From an optimization exercise on the open Yosys and OpenROAD flow, aimed at small area, a short achievable clock period and few clock cycles per item; shortcuts taken in it are not production practice. Where RTL was checked, it was by simulation tests only, not by an equivalence proof against the original.

==> module sm3_expnd_ctrl, before the edit <==
module sm3_expnd_ctrl (
    input  logic clk,
    input  logic rst_n,
    input  logic pad_vld_i,
    input  logic pad_lst_i,
    output logic pad_rdy_o,
    output logic sel_exp_o,      
    output logic sel_pad_o,      
    output logic expnd_vld_o,
    output logic expnd_lst_o
);
    logic [6:0] idx_q;       
    logic [3:0] dbt_q;       
    logic       done_q;      
    logic       lst_q;       
    logic       lsto_q;
    logic       rdy_q;       
    logic       exp_q;       
    logic       vld_q;
    logic       selp_q;      
    logic       f_end_q;     
    logic       f_w15_q;     
    logic       f_idx0_q;    
    logic       f_ge4_q;     
    logic       f_ge5_q;     
    logic       f_dbt15_q;   
    logic       pad_acc;
    logic       inc;         
    logic       wrap;        
    logic       turn;        
    logic       rdy_d;
    logic       exp_d;
    logic       vld_d;
    assign pad_acc = pad_vld_i && rdy_q;
    assign inc     = exp_q || pad_acc;
    assign wrap    = exp_q && f_end_q;
    assign turn    = !exp_q && !pad_acc && !f_idx0_q;
    always_comb begin
        if (exp_q) begin
            exp_d = !f_end_q;
            rdy_d = f_end_q;
            vld_d = 1'b1;                        
        end else if (rdy_q) begin
            exp_d = pad_vld_i && f_w15_q;
            rdy_d = pad_vld_i ? !f_w15_q : f_idx0_q;
            vld_d = pad_vld_i && f_ge4_q;
        end else begin
            exp_d = 1'b0;
            rdy_d = f_idx0_q || f_dbt15_q;       
            vld_d = f_dbt15_q && f_ge5_q && !done_q;
        end
    end
    always_ff @(posedge clk or negedge rst_n) begin
        if (!rst_n) begin
            idx_q     <= '0;
            dbt_q     <= '0;
            done_q    <= 1'b0;
            lst_q     <= 1'b0;
            lsto_q    <= 1'b0;
            rdy_q     <= 1'b0;    
            selp_q    <= 1'b0;
            exp_q     <= 1'b0;
            vld_q     <= 1'b0;
            f_end_q   <= 1'b0;
            f_w15_q   <= 1'b0;
            f_idx0_q  <= 1'b1;
            f_ge4_q   <= 1'b0;
            f_ge5_q   <= 1'b0;
            f_dbt15_q <= 1'b0;
        end else begin
            rdy_q  <= rdy_d;
            selp_q <= rdy_d || exp_d;
            exp_q  <= exp_d;
            vld_q  <= vld_d;
            lsto_q <= wrap && lst_q;
            if (inc) begin
                idx_q     <= wrap ? 7'd0 : idx_q + 7'd1;
                f_end_q   <= (idx_q == 7'(67 - 1));
                f_w15_q   <= (idx_q == 7'd14);
                f_idx0_q  <= wrap;
                f_ge4_q   <= !wrap && (idx_q >= 7'd3);
                f_ge5_q   <= !wrap && (idx_q >= 7'(5 - 1));
            end
            if (turn) begin
                dbt_q     <= dbt_q + 4'd1;
                f_dbt15_q <= (dbt_q == 4'd14);
            end
            if (pad_acc) begin
                done_q <= 1'b0;
                lst_q  <= (lst_q && !f_idx0_q) || pad_lst_i;
            end else if (turn) begin
                done_q <= done_q || vld_q;
            end
        end
    end
    assign pad_rdy_o   = rdy_q;
    assign sel_exp_o   = exp_q;
    assign sel_pad_o   = selp_q;
    assign expnd_vld_o = vld_q;
    assign expnd_lst_o = lsto_q;
endmodule
==> module sm3_word_window, before the edit <==
module sm3_word_window (
    input  logic                     clk,
    input  logic                     sel_exp_i,
    input  logic                     sel_pad_i,
    input  sm3_expnd_pkg::sm3_word_t pad_d_i,
    output sm3_expnd_pkg::sm3_word_t wj_o,
    output sm3_expnd_pkg::sm3_word_t wjj_o
);
    localparam int NEWEST = 16 - 1;
    sm3_expnd_pkg::sm3_word_t win_q [16];
    sm3_expnd_pkg::sm3_word_t wjj_q;
    sm3_expnd_pkg::sm3_word_t mix_word;
    sm3_expnd_pkg::sm3_word_t exp_word;
    sm3_expnd_pkg::sm3_word_t in_word;
    sm3_expnd_pkg::sm3_word_t push_word;
    function automatic sm3_expnd_pkg::sm3_word_t rotl(input sm3_expnd_pkg::sm3_word_t x, input int unsigned n);
        rotl = (x << n) | (x >> (32 - n));
    endfunction
    function automatic sm3_expnd_pkg::sm3_word_t p1(input sm3_expnd_pkg::sm3_word_t x);
        p1 = x ^ rotl(x, 15) ^ rotl(x, 23);
    endfunction
    assign mix_word = win_q[0] ^ win_q[7] ^ rotl(win_q[13], 15);
    assign exp_word = p1(mix_word) ^ rotl(win_q[3], 7) ^ win_q[10];
    assign in_word   = sel_pad_i ? pad_d_i : win_q[0];
    assign push_word = sel_exp_i ? exp_word : in_word;
    always_ff @(posedge clk) begin
        for (int i = 0; i < NEWEST; i++) begin
            win_q[i] <= win_q[i + 1];
        end
        win_q[NEWEST] <= push_word;
        wjj_q         <= win_q[NEWEST - 3] ^ push_word;
    end
    assign wj_o  = win_q[NEWEST - 4];
    assign wjj_o = wjj_q;   
endmodule
==> module sm3_expnd_top, before the edit <==
module sm3_expnd_top (
    input  logic      clk,
    input  logic      rst_n,
    input  sm3_expnd_pkg::sm3_word_t pad_d_i,
    input  logic      pad_vld_i,
    input  logic      pad_lst_i,
    output logic      pad_rdy_o,
    output sm3_expnd_pkg::sm3_word_t wj_o,
    output sm3_expnd_pkg::sm3_word_t wjj_o,
    output logic      expnd_vld_o,
    output logic      expnd_lst_o
);
    logic sel_exp;
    logic sel_pad;
    sm3_expnd_ctrl u_ctrl (
        .clk         (clk),
        .rst_n       (rst_n),
        .pad_vld_i   (pad_vld_i),
        .pad_lst_i   (pad_lst_i),
        .pad_rdy_o   (pad_rdy_o),
        .sel_exp_o   (sel_exp),
        .sel_pad_o   (sel_pad),
        .expnd_vld_o (expnd_vld_o),
        .expnd_lst_o (expnd_lst_o)
    );
    sm3_word_window u_window (
        .clk       (clk),
        .sel_exp_i (sel_exp),
        .sel_pad_i (sel_pad),
        .pad_d_i   (pad_d_i),
        .wj_o      (wj_o),
        .wjj_o     (wjj_o)
    );
endmodule
Settings: LEC_CHECK=0, CAP_MARGIN=20, CORE_MARGIN=2, CORE_UTILIZATION=40, CTS_CLUSTER_DIAMETER=80, CTS_CLUSTER_SIZE=30, SETUP_SLACK_MARGIN=1.8, SLEW_MARGIN=20; clock period 3.5 ns.
run.sh (not shown) runs the stock make flow with config.mk's settings and CLKGATE_MAP_FILE= SYNTH_SCRIPT=/design/flow/synth_recipe.tcl, a recipe that flattens the netlist after the stock synthesis.
Change:
--- a/flow/design.v
+++ b/flow/design.v
@@ -7,23 +7,27 @@
     input  logic rst_n,
     input  logic pad_vld_i,
     input  logic pad_lst_i,
     output logic pad_rdy_o,
     output logic sel_exp_o,      
+    output logic sel_wexp_o,     
     output logic sel_pad_o,      
     output logic expnd_vld_o,
     output logic expnd_lst_o
 );
     logic [6:0] idx_q;       
     logic [3:0] dbt_q;       
     logic       done_q;      
     logic       lst_q;       
+    logic       tlst_q;      
     logic       lsto_q;
     logic       rdy_q;       
     logic       exp_q;       
+    logic       wexp_q;      
     logic       vld_q;
     logic       selp_q;      
+    logic [3:0] tail_q;      
     logic       f_end_q;     
     logic       f_w15_q;     
     logic       f_idx0_q;    
     logic       f_ge4_q;     
     logic       f_ge5_q;     
@@ -33,14 +37,16 @@
     logic       wrap;        
     logic       turn;        
     logic       rdy_d;
     logic       exp_d;
     logic       vld_d;
+    logic [3:0] tail_d;
     assign pad_acc = pad_vld_i && rdy_q;
     assign inc     = exp_q || pad_acc;
     assign wrap    = exp_q && f_end_q;
     assign turn    = !exp_q && !pad_acc && !f_idx0_q;
+    assign tail_d  = {tail_q[2:0], wrap};
     always_comb begin
         if (exp_q) begin
             exp_d = !f_end_q;
             rdy_d = f_end_q;
             vld_d = 1'b1;                        
@@ -58,30 +64,38 @@
         if (!rst_n) begin
             idx_q     <= '0;
             dbt_q     <= '0;
             done_q    <= 1'b0;
             lst_q     <= 1'b0;
+            tlst_q    <= 1'b0;
             lsto_q    <= 1'b0;
             rdy_q     <= 1'b0;    
             selp_q    <= 1'b0;
             exp_q     <= 1'b0;
+            wexp_q    <= 1'b0;
             vld_q     <= 1'b0;
+            tail_q    <= '0;
             f_end_q   <= 1'b0;
             f_w15_q   <= 1'b0;
             f_idx0_q  <= 1'b1;
             f_ge4_q   <= 1'b0;
             f_ge5_q   <= 1'b0;
             f_dbt15_q <= 1'b0;
         end else begin
             rdy_q  <= rdy_d;
             selp_q <= rdy_d || exp_d;
             exp_q  <= exp_d;
-            vld_q  <= vld_d;
-            lsto_q <= wrap && lst_q;
+            wexp_q <= exp_d || (tail_d[2:0] != 3'd0);
+            vld_q  <= vld_d || (tail_d[3:1] != 3'd0);
+            tail_q <= tail_d;
+            lsto_q <= tail_q[2] && tlst_q;
+            if (wrap) begin
+                tlst_q <= lst_q;
+            end
             if (inc) begin
                 idx_q     <= wrap ? 7'd0 : idx_q + 7'd1;
-                f_end_q   <= (idx_q == 7'(67 - 1));
+                f_end_q   <= (idx_q == 7'(64 - 1));
                 f_w15_q   <= (idx_q == 7'd14);
                 f_idx0_q  <= wrap;
                 f_ge4_q   <= !wrap && (idx_q >= 7'd3);
                 f_ge5_q   <= !wrap && (idx_q >= 7'(5 - 1));
             end
@@ -97,18 +111,20 @@
             end
         end
     end
     assign pad_rdy_o   = rdy_q;
     assign sel_exp_o   = exp_q;
+    assign sel_wexp_o  = wexp_q;
     assign sel_pad_o   = selp_q;
     assign expnd_vld_o = vld_q;
     assign expnd_lst_o = lsto_q;
 endmodule
 `timescale 1ns/1ps
 module sm3_word_window (
     input  logic                     clk,
     input  logic                     sel_exp_i,
+    input  logic                     sel_wexp_i,
     input  logic                     sel_pad_i,
     input  sm3_expnd_pkg::sm3_word_t pad_d_i,
     output sm3_expnd_pkg::sm3_word_t wj_o,
     output sm3_expnd_pkg::sm3_word_t wjj_o
 );
@@ -116,27 +132,26 @@
     sm3_expnd_pkg::sm3_word_t win_q [16];
     sm3_expnd_pkg::sm3_word_t wjj_q;
     sm3_expnd_pkg::sm3_word_t mix_word;
     sm3_expnd_pkg::sm3_word_t exp_word;
     sm3_expnd_pkg::sm3_word_t in_word;
-    sm3_expnd_pkg::sm3_word_t push_word;
     function automatic sm3_expnd_pkg::sm3_word_t rotl(input sm3_expnd_pkg::sm3_word_t x, input int unsigned n);
         rotl = (x << n) | (x >> (32 - n));
     endfunction
     function automatic sm3_expnd_pkg::sm3_word_t p1(input sm3_expnd_pkg::sm3_word_t x);
         p1 = x ^ rotl(x, 15) ^ rotl(x, 23);
     endfunction
     assign mix_word = win_q[0] ^ win_q[7] ^ rotl(win_q[13], 15);
     assign exp_word = p1(mix_word) ^ rotl(win_q[3], 7) ^ win_q[10];
-    assign in_word   = sel_pad_i ? pad_d_i : win_q[0];
-    assign push_word = sel_exp_i ? exp_word : in_word;
+    assign in_word = sel_pad_i ? pad_d_i : win_q[0];
     always_ff @(posedge clk) begin
         for (int i = 0; i < NEWEST; i++) begin
             win_q[i] <= win_q[i + 1];
         end
-        win_q[NEWEST] <= push_word;
-        wjj_q         <= win_q[NEWEST - 3] ^ push_word;
+        win_q[NEWEST] <= sel_exp_i ? exp_word : in_word;
+        wjj_q         <= sel_wexp_i ? (win_q[NEWEST - 3] ^ exp_word)
+                                    : (win_q[NEWEST - 3] ^ in_word);
     end
     assign wj_o  = win_q[NEWEST - 4];
     assign wjj_o = wjj_q;   
 endmodule
 `timescale 1ns/1ps
@@ -151,25 +166,28 @@
     output sm3_expnd_pkg::sm3_word_t wjj_o,
     output logic      expnd_vld_o,
     output logic      expnd_lst_o
 );
     logic sel_exp;
+    logic sel_wexp;
     logic sel_pad;
     sm3_expnd_ctrl u_ctrl (
         .clk         (clk),
         .rst_n       (rst_n),
         .pad_vld_i   (pad_vld_i),
         .pad_lst_i   (pad_lst_i),
         .pad_rdy_o   (pad_rdy_o),
         .sel_exp_o   (sel_exp),
+        .sel_wexp_o  (sel_wexp),
         .sel_pad_o   (sel_pad),
         .expnd_vld_o (expnd_vld_o),
         .expnd_lst_o (expnd_lst_o)
     );
     sm3_word_window u_window (
         .clk       (clk),
         .sel_exp_i (sel_exp),
+        .sel_wexp_i(sel_wexp),
         .sel_pad_i (sel_pad),
         .pad_d_i   (pad_d_i),
         .wj_o      (wj_o),
         .wjj_o     (wjj_o)
     );
After rerunning: Count of clock-buffer cells in the layout came out higher by 1. Final cell count grows by 8.7%. Die area goes up by 2.5%. Synthesized area increases by 2.5%. Setup slack gains 15 ps.
Testbench counts after the change, summed over its fixed seeds: cycles 6,272, items 6,144.
No functional check of the RTL was part of the first run of this note.

-- port drivers added, routing unchanged --
The results above use ideal ports. As a check the final layouts listed here were re-extracted and re-timed, cells and wires unchanged.
Step 1 sets driving cells, clkbuf_16 on the clock port and buf_2 on the other inputs (assumed; they add their load-dependent delay and slew).
Step 2 also shifts input and output timing later by t, the mid clock arrival at the registers, as if the neighbouring blocks saw the same clock.
a / b / c = no drivers / after step 1 / after step 2; a / b = the first two.
run	shift t [ns]	setup WS [ns]	worst hold slack (ns)	worst setup path at the end	cell pins on the clock port's net
the first run	0.589	1.667 / 1.616 / 1.329	0.321 / 0.321 / 0.321	input to register	1
the second run	0.615	1.682 / 1.633 / 1.343	0.311 / 0.311 / 0.311	input to register	1
After both steps every run listed still meets setup and hold. For the second run, which loses most, drivers alone change the setup slack by -0.049 ns; drivers and shift together by -0.339 ns.
